This design comes from an exercise in tuning for small area, a short achievable clock period and few clock cycles per item on the open sky130 flow, not from production work. The RTL was checked by simulation tests, not by an equivalence proof against the original design.

// alu_md_unit
module alu_md_unit #(
    parameter int XLEN     = 32,
    parameter bit ENABLE_M = 1'b1
) (
    input  logic            clk,
    input  logic            rst,
    input  logic            in_valid,
    output logic            in_ready,
    input  logic            Branch,
    input  logic            ALUAdd,
    input  logic            ALUOp,
    input  logic [6:0]      funct7,
    input  logic [2:0]      funct3,
    input  logic [XLEN-1:0] op_a,
    input  logic [XLEN-1:0] op_b,
    output logic            out_valid,
    input  logic            out_ready,
    output logic [XLEN-1:0] result,
    output logic            out_illegal,
    output logic            zero
);
Size: ~160 flip-flops, about 120 I/O pins.
clock: 7.0 ns
lec_check: 0
abc_area: 1
cap_margin: 20
core_margin: 2
core_utilization: 50
setup_slack_margin: 3.7
slew_margin: 20
run.sh (not shown) runs the stock make flow with config.mk's settings and CLKGATE_MAP_FILE= SYNTH_SCRIPT=/design/flow/synth_recipe.tcl, a recipe that flattens the netlist after the stock synthesis.
Testbench counts at the start, summed over its fixed seeds: cycles 28,528, ops 9,600.
Rerun with:
--- a/flow/design.v
+++ b/flow/design.v
@@ -144,17 +144,13 @@
         ay = ay ^ {35{c_yinv}};
     end
     assign sum_c = {ax, 1'b1} + {ay, c_cin};
     assign sum   = sum_c[35:1];
     logic [31:0] sh_h, sh_l, sh_out;
     logic [4:0]  sh_n;
-    logic [62:0] sh_t0;
-    logic [46:0] sh_t1;
-    logic [38:0] sh_t2;
-    logic [34:0] sh_t3;
-    logic [32:0] sh_t4;
+    logic [63:0] sh_cat;
     logic        h_acc, fill;
     assign h_acc = s_fin && mul_lo;                         
     assign fill  = (o_sra && A[31]) || (s_fin && acc[32]);
     always_comb begin
         sh_h = ({32{h_acc}}  & acc[31:0])
              | ({32{o_sll}}  & {1'b0, A[31:1]})
@@ -165,18 +161,14 @@
              | {(o_sll && A[0]) || (s_daln && B[0]), 31'd0};
         sh_n = ({5{!m && !o_sll}} & B[4:0])
              | ({5{o_sll}}        & ~B[4:0])
              | ({5{s_fin}}        & {s2, 1'b0})
              | ({5{s_daln}}       & ~cnt);
     end
-    assign sh_t0  = {sh_h[30:0], sh_l};
-    assign sh_t1  = sh_n[4] ? sh_t0[62:16] : sh_t0[46:0];
-    assign sh_t2  = sh_n[3] ? sh_t1[46:8]  : sh_t1[38:0];
-    assign sh_t3  = sh_n[2] ? sh_t2[38:4]  : sh_t2[34:0];
-    assign sh_t4  = sh_n[1] ? sh_t3[34:2]  : sh_t3[32:0];
-    assign sh_out = sh_n[0] ? sh_t4[32:1]  : sh_t4[31:0];
+    assign sh_cat = {sh_h, sh_l} >> sh_n;
+    assign sh_out = sh_cat[31:0];
     logic [31:0] res;
     logic        r_sum, r_sh;
     assign r_sum = o_sum || (s_fin && is_div) || s_corr;
     assign r_sh  = o_sh || (s_fin && !is_div);
     assign res = ({32{r_sum}} & sum[31:0])
                | ({32{r_sh}}  & sh_out)
=> Design area rose by a few percent; wire length grows by a few percent; worst setup slack gains 0.15 ns; final cell count rises by a few percent; via count climbs by a few percent; count of clock-buffer cells in the layout does not change; utilization climbs by 0.57 points; synthesized cell count went up by a few percent; sequential cell count is unchanged; global-route usage climbs by 0.67 points; sequential share of layout area shrinks by 1.2 points; area after synthesis increases by a few percent.
Testbench counts after the change, summed over its fixed seeds: cycles 28,528, ops 9,600.

--- another note on this design; it stands on its own ---

Design alu_md_unit, start of the top module:
module alu_md_unit #(
    parameter int XLEN     = 32,
    parameter bit ENABLE_M = 1'b1
) (
    input  logic            clk,
    input  logic            rst,
    input  logic            in_valid,
    output logic            in_ready,
    input  logic            Branch,
    input  logic            ALUAdd,
    input  logic            ALUOp,
    input  logic [6:0]      funct7,
    input  logic [2:0]      funct3,
    input  logic [XLEN-1:0] op_a,
    input  logic [XLEN-1:0] op_b,
    output logic            out_valid,
    input  logic            out_ready,
    output logic [XLEN-1:0] result,
    output logic            out_illegal,
    output logic            zero
);
Size: ~160 flip-flops, roughly 20000 µm² of cells after synthesis.
clock: 7.0 ns
lec_check: 0
abc_area: 1
cap_margin: 20
core_margin: 2
core_utilization: 55
place_density: 0.65
setup_slack_margin: 3.7
slew_margin: 20
run.sh (not shown) runs the stock make flow with config.mk's settings and CLKGATE_MAP_FILE= SYNTH_SCRIPT=/design/flow/synth_recipe.tcl, a recipe that flattens the netlist after the stock synthesis.
Testbench counts at the start, summed over its fixed seeds: cycles 28,528, ops 9,600.
Change:
--- a/flow/config.mk
+++ b/flow/config.mk
@@ -11,3 +11,2 @@
-export CORE_UTILIZATION = 55
-export PLACE_DENSITY = 0.65
-export SETUP_SLACK_MARGIN = 3.7
+export CORE_UTILIZATION = 50
+export SETUP_SLACK_MARGIN = 3.5
Result: First-iteration DRC count came out lower by roughly a tenth. Via count came out lower by a few percent. Final area came out lower by a few percent. Hold slack degrades by 0.0060 ns. Utilization came out lower by 9.3 points. Maximum frequency came out lower slightly. Synthesized cell count stays the same.
Change:
--- a/flow/config.mk
+++ b/flow/config.mk
@@ -8 +7,0 @@
-export ABC_AREA = 1
@@ -11,2 +10,2 @@
-export CORE_UTILIZATION = 50
-export SETUP_SLACK_MARGIN = 3.5
+export CORE_UTILIZATION = 40
+export SETUP_SLACK_MARGIN = 3.0
Result: Cell area drops by about 2.7%; wire length is higher by about 2.4%; synthesized cell count fell by about 20%; worst setup slack is worse by 0.47 ns; via count fell by about 11%.
Change:
--- a/flow/config.mk
+++ b/flow/config.mk
@@ -7,0 +8 @@
+export ABC_AREA = 1
Effect: Clock-buffer cell count rose by 4. Area after synthesis rose slightly. Flip-flop and latch count stays the same. Global-route usage fell by 0.48 points. Die area rose slightly. Wire length fell slightly. Cell count rose by about a fifth. Non-clock buffer count fell by 91. Setup slack improves by 0.060 ns.


## job 7867
alu_md_unit, a different RTL version from the one above (not shown whole).
Size in the first run: ~2,900 cells after synthesis, about 19,000 µm² of cells after synthesis.
Settings: LEC_CHECK=0, ABC_AREA=1, CAP_MARGIN=20, CORE_MARGIN=2, CORE_UTILIZATION=50, SETUP_SLACK_MARGIN=3.8, SLEW_MARGIN=20; clock period 7.0 ns.
Testbench counts of job 7867, summed over its fixed seeds: cycles 28,528, ops 9,600.
Input-level comparison between job 1677 and job 7867:
- swapping 3.8 for 3.7 in SETUP_SLACK_MARGIN
Findings:
- Across both runs, number of buffers outside the clock class in the layout was higher for job 1677 than for job 7867.
- Job 1677 vs job 7867 — area of combinational cells with multiple inputs climbed by a few percent
- A library cell contributing the largest single delay on the critical path of nor2_4 is what job 7867 shows, while nand3_1 belongs to job 1677.
- Changes observed in job 1677 relative to job 7867: overall fraction of global-route tracks in use went down 0.88 points.
- Job 1677 -> job 7867: number of H-tree levels delta 0, exact match
- Diff job 1677 and job 7867: critical path depth higher in job 7867
diff inputs: job 1677 => job 6995
- SETUP_SLACK_MARGIN: 3.7 -> 3.6
## What came out
Relative to job 1677, met3 wire length has increased by about 17% in job 6995.
The final reports for job 6995 and job 1677 show number of fill cells in the layout higher in the former.
Cmp job 6995 vs job 1677: clock buffer count in the final layout lower in job 6995
Sort job 1677 and job 6995 by via count desc -> top: job 6995
Routed length on met2 (higher): job 6995

[what the ideal ports hide]
Ports are ideal in the flow. The routed layouts listed here were re-timed in OpenROAD. Step 1 (the two cells are an assumption about what drives the block):
set clk [get_ports {clk}]
set_driving_cell -lib_cell sky130_fd_sc_hd__clkbuf_16 $clk
set_driving_cell -lib_cell sky130_fd_sc_hd__buf_2 [delete_from_list [all_inputs] $clk]
Step 2 moves the port delays by t, midway between the first and last clock arrival at a register: inputs arrive t later, outputs are due t later. That takes back most of the time a late clock gives input paths. Three values: ideal ports, drivers, drivers and shift; two values: the first two.
run	t, ns	slack for setup (ns)	clock arrival spread, ns	cell pins on the clock port's net
the first run of note 1	0.516	3.441 / 3.441 / 3.301	0.014 / 0.014	1
the second run of note 1	0.510	3.596 / 3.587 / 3.232	0.010 / 0.009	1
the first run of note 2	0.508	3.447 / 3.447 / 3.231	0.016 / 0.016	1
the second run of note 2	0.539	3.403 / 3.403 / 3.103	0.022 / 0.022	1
the third run of note 2	0.522	2.928 / 2.928 / 2.563	0.022 / 0.022	1
the fourth run of note 2	0.526	2.989 / 2.927 / 2.622	0.016 / 0.016	1
job 7867	0.540	3.609 / 3.609 / 3.305	0.030 / 0.029	1
job 1677	0.537	3.580 / 3.580 / 3.148	0.027 / 0.028	1
job 6995	0.517	3.421 / 3.421 / 3.093	0.018 / 0.018	1
After both steps setup and hold are still met in every run listed. The setup slack of job 1677, which loses most, moves by 0.000 ns with the drivers and by -0.432 ns with both steps.
